Context: an optimization exercise on an open-source flow, tuned for small area. The choices shown serve that exercise and are no tape-out recipe. Only simulation tests tie the RTL to the original design; equivalence was not proved. Power figures rest on the tool's default switching activity, not on a simulated workload.

<file path="design.v">
package cpu_eu_pkg;
    localparam logic [1:0] ALUOP_ADD   = 2'b00;
    localparam logic [1:0] ALUOP_SUB   = 2'b01;
    localparam logic [1:0] ALUOP_FUNCT = 2'b10;
    localparam logic [1:0] ALUOP_OR    = 2'b11;
    localparam logic [5:0] FUNCT_ADD = 6'h20;
    localparam logic [5:0] FUNCT_SUB = 6'h22;
    localparam logic [5:0] FUNCT_AND = 6'h24;
    localparam logic [5:0] FUNCT_OR  = 6'h25;
    localparam logic [5:0] FUNCT_NOR = 6'h27;
    localparam logic [5:0] FUNCT_SLT = 6'h2A;
endpackage
module cpu_eu_alu
#(
    parameter int DW = 32
) (
    input  logic [DW-1:0] i_a,
    input  logic [DW-1:0] i_b,
    input  logic [1:0]    i_aluop,
    input  logic [5:0]    i_funct,
    output logic [DW-1:0] o_result
);
    logic          w_fn;
    logic          w_sub;
    logic          w_and;
    logic          w_or;
    logic          w_nor;
    logic          w_slt;
    logic          w_arith;
    logic [DW-1:0] w_bx;
    logic [DW-1:0] w_sum;
    logic          w_lt;
    assign w_fn    = (i_aluop == cpu_eu_pkg::ALUOP_FUNCT);
    assign w_and   = w_fn && (i_funct == cpu_eu_pkg::FUNCT_AND);
    assign w_nor   = w_fn && (i_funct == cpu_eu_pkg::FUNCT_NOR);
    assign w_slt   = w_fn && (i_funct == cpu_eu_pkg::FUNCT_SLT);
    assign w_or    = (i_aluop == cpu_eu_pkg::ALUOP_OR) ||
                     (w_fn && (i_funct == cpu_eu_pkg::FUNCT_OR));
    assign w_sub   = (i_aluop == cpu_eu_pkg::ALUOP_SUB) ||
                     (w_fn && ((i_funct == cpu_eu_pkg::FUNCT_SUB) || (i_funct == cpu_eu_pkg::FUNCT_SLT)));
    assign w_arith = !(w_and || w_or || w_nor || w_slt);
    assign w_bx  = i_b ^ {DW{w_sub}};
    assign w_sum = i_a + w_bx + DW'(w_sub);
    assign w_lt  = (i_a[DW-1] != i_b[DW-1]) ? i_a[DW-1] : w_sum[DW-1];
    always_comb begin
        o_result = ({DW{w_arith}} & w_sum)
                 | ({DW{w_and}} & (i_a & i_b))
                 | ({DW{w_or}}  & (i_a | i_b))
                 | ({DW{w_nor}} & ~(i_a | i_b));
        o_result[0] = o_result[0] | (w_slt & w_lt);
    end
endmodule
module cpu_eu_pipe
#(
    parameter int DW   = 32,
    parameter int NREG = 32
) (
    input  logic          clk,
    input  logic          reset_n,
    input  logic          in_valid,
    output logic          in_ready,
    input  logic          RegDst,
    input  logic          ALUSrc,
    input  logic          RegWrite,
    input  logic          MemtoReg,
    input  logic          MemRead,
    input  logic          MemWrite,
    input  logic [1:0]    ALUOp,
    input  logic [25:0]   Instruction,
    output logic          ram_req,
    output logic          ram_we,
    output logic [DW-1:0] ram_addr,
    output logic [DW-1:0] ram_wdata,
    input  logic [DW-1:0] ram_rdata,
    input  logic          ram_ack,
    output logic          zero,
    output logic          busy
);
    localparam int AW = $clog2(NREG);
    logic [DW-1:0]   r_regs [1:NREG-1];
    logic [NREG-1:1] r_valid;
    logic          r_mem;       
    logic          r_busy;      
    logic          r_acc;       
    logic [DW-1:0] r_alu;
    logic [DW-1:0] r_rtdata;
    logic [AW-1:0] r_dst;
    logic          r_wr;        
    logic          r_m2r;       
    logic          r_store;
    logic [AW-1:0]   w_rs;
    logic [AW-1:0]   w_rt;
    logic [AW-1:0]   w_rd;
    logic [DW-1:0]   w_imm;
    logic            w_accept;
    logic            w_wr_en;
    logic [DW-1:0]   w_wr_data;
    logic [NREG-1:1] w_we;
    logic [NREG-1:1] w_sel_s;
    logic [NREG-1:1] w_sel_t;
    logic            w_fwd_s;
    logic            w_fwd_t;
    logic [DW-1:0]   w_rs_data;
    logic [DW-1:0]   w_rt_data;
    logic [DW-1:0]   w_alu_b;
    logic [DW-1:0]   w_alu_res;
    assign w_rs     = Instruction[25:21];
    assign w_rt     = Instruction[20:16];
    assign w_rd     = Instruction[15:11];
    assign w_imm    = {{(DW-16){Instruction[15]}}, Instruction[15:0]};
    assign w_accept = in_valid && !r_mem;
    assign w_wr_en   = r_wr && (r_mem ? ram_ack : r_busy);
    assign w_wr_data = r_m2r ? ram_rdata : r_alu;
    always_comb begin
        for (int i = 1; i < NREG; i++) begin
            w_we[i]    = w_wr_en && (r_dst == AW'(i));
            w_sel_s[i] = (w_rs == AW'(i)) && r_valid[i] && !w_we[i];
            w_sel_t[i] = (w_rt == AW'(i)) && r_valid[i] && !w_we[i];
        end
        w_fwd_s = |(w_we & {(NREG-1){w_rs == r_dst}});
        w_fwd_t = |(w_we & {(NREG-1){w_rt == r_dst}});
    end
    always_comb begin
        w_rs_data = {DW{w_fwd_s}} & w_wr_data;
        w_rt_data = {DW{w_fwd_t}} & w_wr_data;
        for (int i = 1; i < NREG; i++) begin
            w_rs_data = w_rs_data | ({DW{w_sel_s[i]}} & r_regs[i]);
            w_rt_data = w_rt_data | ({DW{w_sel_t[i]}} & r_regs[i]);
        end
    end
    assign w_alu_b = ALUSrc ? w_imm : w_rt_data;
    cpu_eu_alu #(.DW(DW)) u_alu (
        .i_a      (w_rs_data),
        .i_b      (w_alu_b),
        .i_aluop  (ALUOp),
        .i_funct  (Instruction[5:0]),
        .o_result (w_alu_res)
    );
    assign in_ready  = !r_mem;
    assign busy      = r_busy;
    assign ram_req   = r_mem;
    assign ram_we    = r_mem && r_store;
    assign ram_addr  = r_alu;
    assign ram_wdata = r_rtdata;
    assign zero      = r_acc && (r_alu == '0);
    always_ff @(posedge clk or negedge reset_n) begin
        if (!reset_n) begin
            r_mem  <= 1'b0;
            r_busy <= 1'b0;
            r_acc  <= 1'b0;
        end else if (w_accept) begin
            r_mem  <= MemRead || MemWrite;
            r_busy <= MemRead || MemWrite || RegWrite;
            r_acc  <= 1'b1;
        end else begin
            r_mem  <= r_mem && !ram_ack;
            r_busy <= r_mem && !ram_ack;
        end
    end
    always_ff @(posedge clk or negedge reset_n) begin
        if (!reset_n) begin
            r_alu    <= '0;
            r_rtdata <= '0;
        end else if (w_accept) begin
            r_alu    <= w_alu_res;
            r_rtdata <= w_rt_data;
        end
    end
    always_ff @(posedge clk) begin
        if (!r_mem) begin
            r_dst   <= RegDst ? w_rd : w_rt;
            r_wr    <= RegWrite && !MemWrite;
            r_m2r   <= MemtoReg && MemRead;
            r_store <= MemWrite;
        end
    end
    always_ff @(posedge clk or negedge reset_n) begin
        if (!reset_n) begin
            r_valid <= '0;
        end else begin
            r_valid <= r_valid | w_we;
        end
    end
    always_ff @(posedge clk) begin
        for (int i = 1; i < NREG; i++) begin
            if (w_we[i]) r_regs[i] <= w_wr_data;
        end
    end
endmodule
</file>
<file path="run.sh">
#!/bin/bash
# synth_recipe.tcl (not shown) runs the flow's synth.tcl, then flattens the netlist and writes it again
# the make line also repeats each setting of config.mk as NAME=value (left out here)
make -C /OpenROAD-flow-scripts/flow DESIGN_CONFIG=/design/flow/config.mk WORK_HOME=/design/flow/orfs CLKGATE_MAP_FILE= SYNTH_SCRIPT=/design/flow/synth_recipe.tcl finish
</file>
<file path="config.mk">
export PLATFORM = sky130hd
export DESIGN_NAME = cpu_eu_pipe
export DESIGN_NICKNAME = cpu_eu_pipe
export VERILOG_FILES = /design/flow/design.v
export SDC_FILE = /design/flow/constraint.sdc
export NUM_CORES = 4
export LEC_CHECK = 0
export CAP_MARGIN = 20
export CORE_MARGIN = 2
export CORE_UTILIZATION = 30
export SETUP_SLACK_MARGIN = 0.4
export SLEW_MARGIN = 20
</file>
<file path="constraint.sdc">
create_clock -name core_clock -period 7.5 [get_ports {clk}]
set_input_delay 1.5000 -clock core_clock [delete_from_list [all_inputs] [get_ports {clk}]]
set_output_delay 1.5000 -clock core_clock [all_outputs]
set_load 0.01 [all_outputs]
</file>
==> results.txt <==
==> cells by family (layout without fill, tap and decap cells) <==
| group | Yosys count | count (layout) | share of synthesized area |
|---|---|---|---|
| DFF | 1098 | 1098 | 0.6475 |
| buffers and inverters | 327 | 856 | 0.02499 |
| muxes | 56 | 56 | 0.01205 |
| adders and majority gates | 33 | 33 | 0.008381 |
| other | 0 | 8 | 0 |
| xor gates and xnor gates | 60 | 60 | 0.01048 |
| AOI/OAI and AO/OA | 1102 | 1102 | 0.1752 |
| and+or+nand+nor | 1154 | 1154 | 0.1214 |
==> layer usage <==
metal  share of wire  routed length [um]
met1            0.35               85040
met2            0.44              107100
met4           0.069               16930
met5          0.0013                 319
met3            0.14               35340
==> cells in the mapped netlist, types with 38 or more instances <==
master	count	share of area
a21oi_1	46	0.0046
clkbuf_1	251	0.019
a22o_1	125	0.022
nor2_1	112	0.0084
nand3_1	147	0.015
nand4_1	114	0.014
inv_1	51	0.0038
or2_2	38	0.0047
nor4_1	71	0.0089
a222oi_1	79	0.016
edfxtp_1	1000	0.60
a221oi_1	204	0.036
xnor2_1	49	0.0086
a22oi_1	434	0.065
nor3_1	83	0.0083
dfrtp_1	98	0.049
nand2_1	369	0.028
==> worst max-delay path: stages <==
cell and delay, ns:
clkdlybuf4s50_1 0.49, mux2i_4 0.22, buf_12 0.24, buf_12 0.17, nor3_4 0.05, buf_4 0.25, nor4b_2 1.12, buf_4 0.40
buf_4 0.29, a221oi_1 0.13, nand3_1 0.09, a211oi_1 0.05, nand3_1 0.24, ha_1 0.30, a21o_1 0.18, a21o_1 0.18
a21oi_1 0.20, nor2_1 0.07, o21a_1 0.16, o21ai_0 0.17, nand2b_1 0.10, a21oi_2 0.43, buf_4 0.21, nor2_1 0.05
o31ai_1 0.29, a31oi_1 0.12
==> sequential cells by signal, summed over array words and instances, names as in the netlist <==
name      cells
r_regs      992
r_alu        32
r_rtdata     32
r_valid      31
r_dst         5
r_acc         1
r_busy        1
r_m2r         1
r_mem         1
r_store       1
r_wr          1
==> layout make-up <==
cell class | count | area, um2 | share of cell area
Antenna cell | 8 | 20.02 | 0.0003236
Clock buffer | 126 | 2875 | 0.04648
Clock inverter | 79 | 942.2 | 0.01523
Inverter | 52 | 195.2 | 0.003155
Multi-Input combinational cell | 2405 | 17030 | 0.2753
Sequential cell | 1098 | 32480 | 0.5250
Tap cell | 2204 | 2758 | 0.04457
Timing Repair Buffer | 599 | 5563 | 0.08992
==> through the flow <==
step	hold slack [ns]	power, uW
2_1_floorplan	0.4304	8777
3_3_place_gp	0.4453	10240
3_5_place_dp	0.4437	10260
4_1_cts	0.4662	16080
5_1_grt	0.4957	16560
6_report	0.4616	16140
==> worst max path at each step <==
stage / end / cells after the start / from / slack, ns
2_1_floorplan: r_alu[28]$_DFFE_PN0P_ / 25 / ram_ack / 0.43
3_3_place_gp: r_alu[0]$_DFFE_PN0P_ / 24 / Instruction[16] / -0.77
3_5_place_dp: r_alu[0]$_DFFE_PN0P_ / 26 / ram_ack / -0.34
4_1_cts: r_alu[0]$_DFFE_PN0P_ / 26 / ram_ack / 0.43
5_1_grt: r_alu[0]$_DFFE_PN0P_ / 25 / ram_ack / 0.40
6_report: r_alu[0]$_DFFE_PN0P_ / 26 / ram_ack / 0.40
==> what timing repair did <==
action                     in CTS  in global routing
setup endpoints to repair       0                  5
resized for setup               0                  4
buffers inserted                0                  0
==> cells in the final DEF, fill, tap and decap left out, drive strengths merged, types with 25 or more instances in the layout <==
master / instances
a21oi: 46
a221o: 25
a221oi: 204
a222oi: 79
a22o: 125
a22oi: 434
a31oi: 26
buf: 463
clkbuf: 126
clkdlybuf4s50: 135
clkinv: 47
dfrtp: 98
edfxtp: 1000
ha: 32
inv: 58
mux2i: 34
nand2: 369
nand3: 147
nand4: 114
nor2: 112
nor3: 105
nor3b: 31
nor4: 71
o21ai: 36
or2: 39
or4: 29
xnor2: 49
==> where the power goes <==
group | internal (uW) | switching [uW] | total [uW] | leakage, uW
Clock | 3330 | 2590 | 5920 | 0.00185
Sequential | 7250 | 254 | 7500 | 0.0102
Combinational | 997 | 1720 | 2720 | 0.00902
==> metrics.md <==
| Metric | Value |
|---|---|
| IO Pins | `about 140` |
| Row cnt | `150` |
| Synthesized area | `0.05016 mm2` |
| Largest net degree at the start of global routing | `54` |
| DRC | `0` |
| Clock sinks | `1098` |
| Achievable Freq | `140.8 MHz` |
| Crit path arrival time | `between 7 and 8 ns` |
| Tmin final | `7.104 ns` |
| Die X | `between 400 and 500 um` |
| GRT busiest layer | `met2` |
| Pleak | `approximately 0.021 uW` |
| Via count of the first global-routing pass | `between 40000 and 50000` |
| TritonCTS clock tree | `built` |
| Drt pass-1 iters | `21` |
| Port Buffers | `about 140` |
| DR WL/cell | `roughly 37 um` |
| Min-delay src | `r_acc$_DFFE_PN0P_` |
| Worst Hold Class | `flip-flop to flip-flop` |
| Register area share after synthesis | `0.6475` |
| Synth Instances | `3830` |
| CTS clock-pin slew for the worst setup and hold paths | `about 0.07 ns` |
| CP required | `roughly 8 ns` |
| Met1 Use GR | `0.3380` |
| Maximum vdd ir drop | `roughly 190 uV` |
| PD cells | `between 200 and 300 mW/mm2` |
| # fillers | `15920` |
| Pins Over Slew Limit | `0` |
| TritonCTS Buffers | `~110` |
| CP startpoint kind | `input pin` |
| Final instance area | `between 0.06 and 0.07 mm2` |
| Clock Latency Late Sink | `just under 0.8 ns` |
| Post-synth ARST share | `0.08925` |
| Clock Skews | `about 0.047 ns` |
| R2r worst-path depth | `24` |
| Die H | `412.9 um` |
| Share of layout cells above drive strength 1 | `0.1916` |
| Hold-fix buffers, CTS | `0` |
| DRT iter0 DRCs | `9181` |
| Status | `complete, no violations` |
| Initial antenna violation count | `3` |
| Synthesized net count | `just under 4000` |
| Fin cells | `6571` |
| Starting Density | `0.3010` |
| DIE AREA | `between 0.15 and 0.2 mm2` |
| Setup Crit Path Kind | `input pin to flip-flop` |
| Reg2Reg Setup Slack | `0.74 ns` |
| Unrepaired setup endpoints after global routing | `no` |
| Total Nets Final | `roughly 4400` |
| Worst setup margin | `0.3962 ns` |
| Hold path cells | `1` |
| Endpoint, Worst Hold | `r_acc$_DFFE_PN0P_` |
| Maximum buffer depth of the clock tree | `3` |
| Slew headroom | `0.1390` |
| Slew @ Worst Pin | `approximately 1.3 ns` |
| RR Startpoint | `r_dst[4]$_DFFE_PN_` |
| Placed Area | `between 0.05 and 0.06 mm2` |
| Clk root buf | `clkbuf_16` |
| Post-Syn Area per Cell | `13.10 um2` |
| YS warnings | `3` |
| Overall routing resource usage | `0.2782` |
| Met3 Resource Use GR | `0.09511` |
| Hpwl dp | `about 160000 um` |
| CP endpoint kind | `flip-flop` |
| Endpoints failing hold | `0` |
| Post-route ant nets | `0` |
| Post-Route WL | `between 200000 and 250000 um` |
| Placed cells | `about 6400` |
| Final core area utilization | `0.3712` |
| Final number of setup-violating endpoints | `0` |
| GRT Residual Overflow | `0` |
| Synth Register Bits | `approximately 1100` |
| Crit Reg-Reg Endpoint | `r_alu[0]$_DFFE_PN0P_` |
| Setup TNS | `0 ns` |
| Netlist cell types | `slightly below 90` |
| Part of the cycle the worst path needs | `0.9472` |
| Vias per cell | `6.553` |
| Core area | `approximately 0.17 mm2` |
| Htree depth | `3` |
| EDFF count, synth | `1000` |
| Synth-to-Final Area Change | `23.34%` |
| Ys flop type | `edfxtp_1` |
| Global-route wire length before repair | `~330000 um` |
| Detailed-route via count | `approximately 43000` |
| Placement Setup Slack | `-0.3442 ns` |
| Final GP Congestion | `between 1 and 1.5` |
| Worst-path fanout max | `18` |
| Max cap viols | `0` |
| Met2 usage | `0.4292` |

==> what the ideal ports hide <==
The results above use ideal ports. As a check the final layout listed here was re-extracted and re-timed, cells and wires unchanged.
Step 1 sets driving cells, clkbuf_16 on the clock port and buf_2 on the other inputs (assumed; they add their load-dependent delay and slew).
Step 2 times the ports against the registers' clock, not the clock port: input delays grow and output delays shrink by t, the midpoint of the rising clock arrivals with the driver on.
a / b / c = no drivers / after step 1 / after step 2; a / b = the first two.
shift t [ns]: 0.829
setup WS [ns]: 0.396 / 0.456 / -0.372
worst register clock-pin slew, ns: 0.07 / 0.07
pins driven straight from the clock port: 1
Met with ideal ports but missed after step 2: setup timing in this run. For this run, drivers alone change the setup slack by +0.060 ns; drivers and shift together by -0.768 ns.
